Background: an optimization exercise with open tools, aiming at small area and a short achievable clock period. Do not read the settings as production practice.
Only simulation tests tie the RTL to the original design; equivalence was not proved.
Power and IR drop assume default switching activity.

// chip_link_tx
module chip_link_tx
(
    input  wire                   clk,
    input  wire                   rst_n,
    input  wire [link_pkg::word_width-1:0]  s_tdata,
    input  wire                   s_tvalid,
    output logic                  s_tready,
    output logic                  tik,
    output logic [link_pkg::lane_width-1:0] lane_data,
    output logic                  lane_valid,
    output logic                  lane_par,
    input  wire                   link_ready,
    input  wire                   link_err
);
export LEC_CHECK = 0
export CAP_MARGIN = 20
export CORE_MARGIN = 2
export CORE_UTILIZATION = 65
export CTS_CLUSTER_DIAMETER = 50
export CTS_CLUSTER_SIZE = 20
export SETUP_SLACK_MARGIN = 2.5
export SLEW_MARGIN = 20
export TNS_END_PERCENT = 5
create_clock -name core_clock -period 4.5 [get_ports {clk}]
run.sh (not shown) runs the stock make flow with config.mk's settings and CLKGATE_MAP_FILE= SYNTH_SCRIPT=/design/flow/synth_recipe.tcl, a recipe that flattens the netlist after the stock synthesis.
Next try:
Settings changed: CORE_UTILIZATION 65 to 55, CTS_CLUSTER_DIAMETER 50 to not set, CTS_CLUSTER_SIZE 20 to not set.
Effect: Final area went up by about 0.47%. Flip-flop and latch count does not change. Count of clock-buffer cells in the layout went up by 52. Clock skew went down by 7.4 ps. Critical path depth went down by 8. Maximum frequency went up by about 1.8%. Die area went up by about 18%. Combinational power went down by about 9%. Utilization went down by 11 points. Hold slack gains 13 ps. Setup slack gains 41 ps.

========
v52:
Another version of the RTL of chip_link_tx (not shown whole).
Size: ~2500 cells after synthesis, ~1200 flip-flops, ~89 I/O pins, about 43000 µm² of cells after synthesis.
Design chip_link_tx, start of the top module:
module chip_link_tx
(
    input  wire                   clk,
    input  wire                   rst_n,
    input  wire [link_pkg::word_width-1:0]  s_tdata,
    input  wire                   s_tvalid,
    output logic                  s_tready,
    output logic                  tik,
    output logic [link_pkg::lane_width-1:0] lane_data,
    output logic                  lane_valid,
    output logic                  lane_par,
    input  wire                   link_ready,
    input  wire                   link_err
);
==> flow/config.mk <==
export PLATFORM = sky130hd
export DESIGN_NAME = chip_link_tx
export DESIGN_NICKNAME = chip_link_tx
export VERILOG_FILES = /design/flow/design.v
export SDC_FILE = /design/flow/constraint.sdc
export NUM_CORES = 4
export LEC_CHECK = 0
export CAP_MARGIN = 20
export CORE_MARGIN = 2
export CORE_UTILIZATION = 55
export SETUP_SLACK_MARGIN = 2.7
export SLEW_MARGIN = 20
export TNS_END_PERCENT = 10
==> flow/constraint.sdc <==
create_clock -name core_clock -period 4.5 [get_ports {clk}]
set_input_delay 0.9000 -clock core_clock [delete_from_list [all_inputs] [get_ports {clk}]]
set_output_delay 0.9000 -clock core_clock [all_outputs]
set_load 0.01 [all_outputs]
Input changes introduced in v48 (baseline for comparison: v52):
Settings: a change of TNS_END_PERCENT from 10 to 5; a change of SETUP_SLACK_MARGIN from 2.7 to 2.5; an added CTS_BUF_LIST of sky130_fd_sc_hd__clkbuf_8 sky130_fd_sc_hd__clkbuf_16.
Findings:
Both conditions hold for v48: the flow ran to the end and the final layout passed the timing, design-rule and antenna checks.
v48: global-route track usage on met3 lower than v52
[v48] total of fill cells in the finished design rose 182 relative to v52
Global-route usage, v48 and v52, lower one = v48.
In v48 relative to v52, cell count had gone down by a few percent.
The total non-filler cell area in the finished layout number comes out lower for v48 vs v52.
Compared v48 vs v52, and sequential share of layout area is up in v48.
In v48, the DRC marker count from the first detailed-route iteration came out 596 below the value in v52.
| highest attainable clock frequency | v48 vs v52 | worse |
The total routed wirelength of v48 falls short of that of v52 by about 6%.
In the flow results for v48 and v52, the switching portion of total power is larger on v52.
Setup changes, v48 to v45
Settings: CTS_BUF_LIST no longer set, was sky130_fd_sc_hd__clkbuf_8 sky130_fd_sc_hd__clkbuf_16.
- Compared with v48, v45 shows clock tree buffer count of the final layout that has gone up by more than a quarter.
- v45 does better than v48 on maximum vdd drop.
- Per the comparison of v45 with v48, global-route usage closely matched the old numbers, count of cells along the worst register-to-register path decreased by 1 relative to the old numbers, power closely matched the old numbers.
- Re maximum level of the CTS H-tree: no difference whatsoever between v45 and v48.
- STATUS minimum period implied by the final worst setup slack: v45 loses against v48

========
Another version of the RTL of chip_link_tx (not shown whole).
Size: about 2500 cells after synthesis.
Settings: LEC_CHECK=0, CAP_MARGIN=20, CORE_MARGIN=2, CORE_UTILIZATION=55, SETUP_SLACK_MARGIN=2.5, SLEW_MARGIN=20, TNS_END_PERCENT=5; clock period 4.5 ns.
standard.sh (not shown) runs the stock make flow with config.mk's settings and CLKGATE_MAP_FILE= SYNTH_SCRIPT=/design/flow/synth_recipe.tcl, a recipe that flattens the netlist after the stock synthesis.
==> flow/flow/run.sh <==
#!/bin/bash
# The standard layout, with plain buffers (buf_2) on the ports instead of the
# buffer that buffer_ports picks by itself (a delay cell).
set -euo pipefail
bash standard.sh BUFFER_PORTS_ARGS="-buffer_cell sky130_fd_sc_hd__buf_2" finish > orfs_flow.log 2>&1
The first run completed without violations.
Rerun with:
==> flow/run.sh (new file) <==
#!/bin/bash
# synth_recipe.tcl (not shown) runs the flow's synth.tcl, then flattens the netlist and writes it again
# the make line also repeats each setting of config.mk as NAME=value (left out here)
make -C /OpenROAD-flow-scripts/flow DESIGN_CONFIG=/design/flow/config.mk WORK_HOME=/design/flow/orfs CLKGATE_MAP_FILE= SYNTH_SCRIPT=/design/flow/synth_recipe.tcl finish
CTS_CLUSTER_DIAMETER = 60   (was unset)
CTS_CLUSTER_SIZE = 28   (was unset)
removed: flow/flow/run.sh
removed: flow/standard.sh
Effect: The changed run ran to the end with no violations; setup slack degrades by 0.015 ns; core utilization is lower by 0.92 points; non-clock buffer count is higher by 13; total power is lower by about 8%; final cell count is lower by 2.3%; via count is lower by 1.9%; routed wire length is lower by 3.8%; fmax is lower by 0.68%; worst hold slack improves by 0.17 ns.
Rerun with:
PLACE_DENSITY = 0.7   (was unset)
Outcome: The new run finished clean; worst setup slack improved by 0.054 ns; sequential share of layout area grows by 0.30 points; clock skew grows by 0.018 ns; routed wire length falls by about 4%; via count rises by 0.93%; total power goes down by 1.6%; clock power drops by 3.5%; hold slack degrades by 0.0036 ns.
Rerun with:
==> flow/flow/run.sh (new file) <==
#!/bin/bash
# The standard layout, with plain buffers (buf_2) on the ports instead of the
# buffer that buffer_ports picks by itself (a delay cell).
set -euo pipefail
bash standard.sh BUFFER_PORTS_ARGS="-buffer_cell sky130_fd_sc_hd__buf_2" finish > orfs_flow.log 2>&1
==> flow/standard.sh (new file) <==
#!/bin/bash
# synth_recipe.tcl (not shown) runs the flow's synth.tcl, then flattens the netlist and writes it again
# the make line also repeats each setting of config.mk as NAME=value (left out here)
make -C /OpenROAD-flow-scripts/flow DESIGN_CONFIG=/design/flow/config.mk WORK_HOME=/design/flow/orfs CLKGATE_MAP_FILE= SYNTH_SCRIPT=/design/flow/synth_recipe.tcl "${@:-finish}"
CTS_CLUSTER_SIZE = 32   (was 28)
PLACE_DENSITY = unset   (was 0.7)
removed: flow/run.sh
Outcome:
- The new run produced a clean layout
- routed wire length went up by a little under a tenth
- maximum frequency falls by a few percent
- die area is unchanged
Rerun with:
==> flow/run.sh (new file) <==
#!/bin/bash
# synth_recipe.tcl (not shown) runs the flow's synth.tcl, then flattens the netlist and writes it again
# the make line also repeats each setting of config.mk as NAME=value (left out here)
make -C /OpenROAD-flow-scripts/flow DESIGN_CONFIG=/design/flow/config.mk WORK_HOME=/design/flow/orfs CLKGATE_MAP_FILE= SYNTH_SCRIPT=/design/flow/synth_recipe.tcl finish
CTS_CLUSTER_DIAMETER = unset   (was 60)
CTS_CLUSTER_SIZE = unset   (was 32)
removed: flow/flow/run.sh
removed: flow/standard.sh
Result: Flip-flop and latch count stays the same; worst setup slack gains 0.047 ns; die area stays the same; final area goes up by 3.6%.

========
chip_link_tx again, from the RTL that the note above started with.
make LEC_CHECK=0 CAP_MARGIN=20 CORE_MARGIN=2 CORE_UTILIZATION=55 CTS_CLUSTER_DIAMETER=60 CTS_CLUSTER_SIZE=32 SETUP_SLACK_MARGIN=2.5 SLEW_MARGIN=20 TNS_END_PERCENT=5 finish   # period 4.5 ns
run.sh (not shown) runs the stock make flow with config.mk's settings and CLKGATE_MAP_FILE= SYNTH_SCRIPT=/design/flow/synth_recipe.tcl, a recipe that flattens the netlist after the stock synthesis.
Stock flow here: none of the scripts above is used.
The baseline passed the timing, design-rule and antenna checks.
Then changed:
==> flow/flow/run.sh (new file) <==
#!/bin/bash
# The standard layout, with plain buffers (buf_2) on the ports instead of the
# buffer that buffer_ports picks by itself (a delay cell).
set -euo pipefail
bash standard.sh BUFFER_PORTS_ARGS="-buffer_cell sky130_fd_sc_hd__buf_2" finish > orfs_flow.log 2>&1
==> flow/standard.sh (new file) <==
#!/bin/bash
# synth_recipe.tcl (not shown) runs the flow's synth.tcl, then flattens the netlist and writes it again
# the make line also repeats each setting of config.mk as NAME=value (left out here)
make -C /OpenROAD-flow-scripts/flow DESIGN_CONFIG=/design/flow/config.mk WORK_HOME=/design/flow/orfs CLKGATE_MAP_FILE= SYNTH_SCRIPT=/design/flow/synth_recipe.tcl "${@:-finish}"
- CTS_CLUSTER_DIAMETER: 60 -> 50
- CTS_CLUSTER_SIZE: 32 -> 24
removed: flow/run.sh
Outcome: The new run ran to the end with no violations; worst hold slack gets worse by 0.18 ns; global-route usage went up by 0.42 points; worst setup slack gets better by 0.024 ns; total power went up by 10%; area after synthesis stays the same; clock-buffer cell count went up by 37; cell area went up by 1.9%; first-iteration DRC count went up by 2.1%; final cell count went up by 2.5%.
Then changed:
==> flow/run.sh (new file) <==
#!/bin/bash
# synth_recipe.tcl (not shown) runs the flow's synth.tcl, then flattens the netlist and writes it again
# the make line also repeats each setting of config.mk as NAME=value (left out here)
make -C /OpenROAD-flow-scripts/flow DESIGN_CONFIG=/design/flow/config.mk WORK_HOME=/design/flow/orfs CLKGATE_MAP_FILE= SYNTH_SCRIPT=/design/flow/synth_recipe.tcl finish
- CTS_BUF_LIST: unset -> sky130_fd_sc_hd__clkbuf_8
- CTS_CLUSTER_DIAMETER: 50 -> unset
- CTS_CLUSTER_SIZE: 24 -> unset
removed: flow/flow/run.sh
removed: flow/standard.sh
Outcome:
- sequential cell count does not change
- first-iteration DRC count shrinks by a few percent
- wire length shrinks slightly
- count of clock-buffer cells in the layout grows by 78
- worst setup slack degrades by 0.12 ns
- utilization shrinks by 0.24 points
- total power shrinks by a few percent
- via count grows slightly

separate check: timing with driven ports:
Ports are ideal in the flow. The routed layouts listed here were re-timed in OpenROAD. Step 1 (the two cells are an assumption about what drives the block):
set clk [get_ports {clk}]
set_driving_cell -lib_cell sky130_fd_sc_hd__clkbuf_16 $clk
set_driving_cell -lib_cell sky130_fd_sc_hd__buf_2 [delete_from_list [all_inputs] $clk]
Step 2 moves the port delays by t, midway between the first and last clock arrival at a register: inputs arrive t later, outputs are due t later. That takes back most of the time a late clock gives input paths. a / b / c = ideal / step 1 / step 2; a / b = the first two.
run | t (ns) | slack for setup (ns) | hold WS [ns] | worst setup path at the end
the first run of note 1 | 0.728 | 2.219 / 2.222 / 1.534 | 0.363 / 0.319 / 0.444 | input to register
the second run of note 1 | 0.738 | 2.259 / 2.193 / 1.655 | 0.376 / 0.331 / 0.423 | input to register
v52 | 0.740 | 2.385 / 2.314 / 1.858 | 0.258 / 0.212 / 0.481 | input to register
v48 | 0.742 | 2.371 / 2.315 / 1.806 | 0.253 / 0.207 / 0.476 | input to register
v45 | 0.740 | 2.359 / 2.318 / 1.796 | 0.255 / 0.209 / 0.476 | input to register
the first run of note 3 | 0.739 | 2.334 / 2.326 / 1.745 | 0.232 / 0.195 / 0.446 | input to register
the second run of note 3 | 0.704 | 2.320 / 2.296 / 1.843 | 0.399 / 0.351 / 0.457 | input to register
the third run of note 3 | 0.720 | 2.374 / 2.312 / 1.713 | 0.395 / 0.347 / 0.477 | input to register
the fourth run of note 3 | 0.708 | 2.293 / 2.293 / 1.734 | 0.257 / 0.218 / 0.461 | input to register
the fifth run of note 3 | 0.739 | 2.340 / 2.271 / 1.844 | 0.356 / 0.309 / 0.451 | input to register
the first run of note 4 | 0.704 | 2.320 / 2.296 / 1.843 | 0.399 / 0.351 / 0.457 | input to register
the second run of note 4 | 0.750 | 2.343 / 2.314 / 1.763 | 0.222 / 0.180 / 0.448 | input to register
the third run of note 4 | 0.875 | 2.219 / 2.151 / 1.638 | 0.251 / 0.204 / 0.459 | input to register
After both steps setup and hold are still met in every run listed. For the first run of note 1, which loses most, drivers alone change the setup slack by +0.003 ns; drivers and shift together by -0.685 ns.
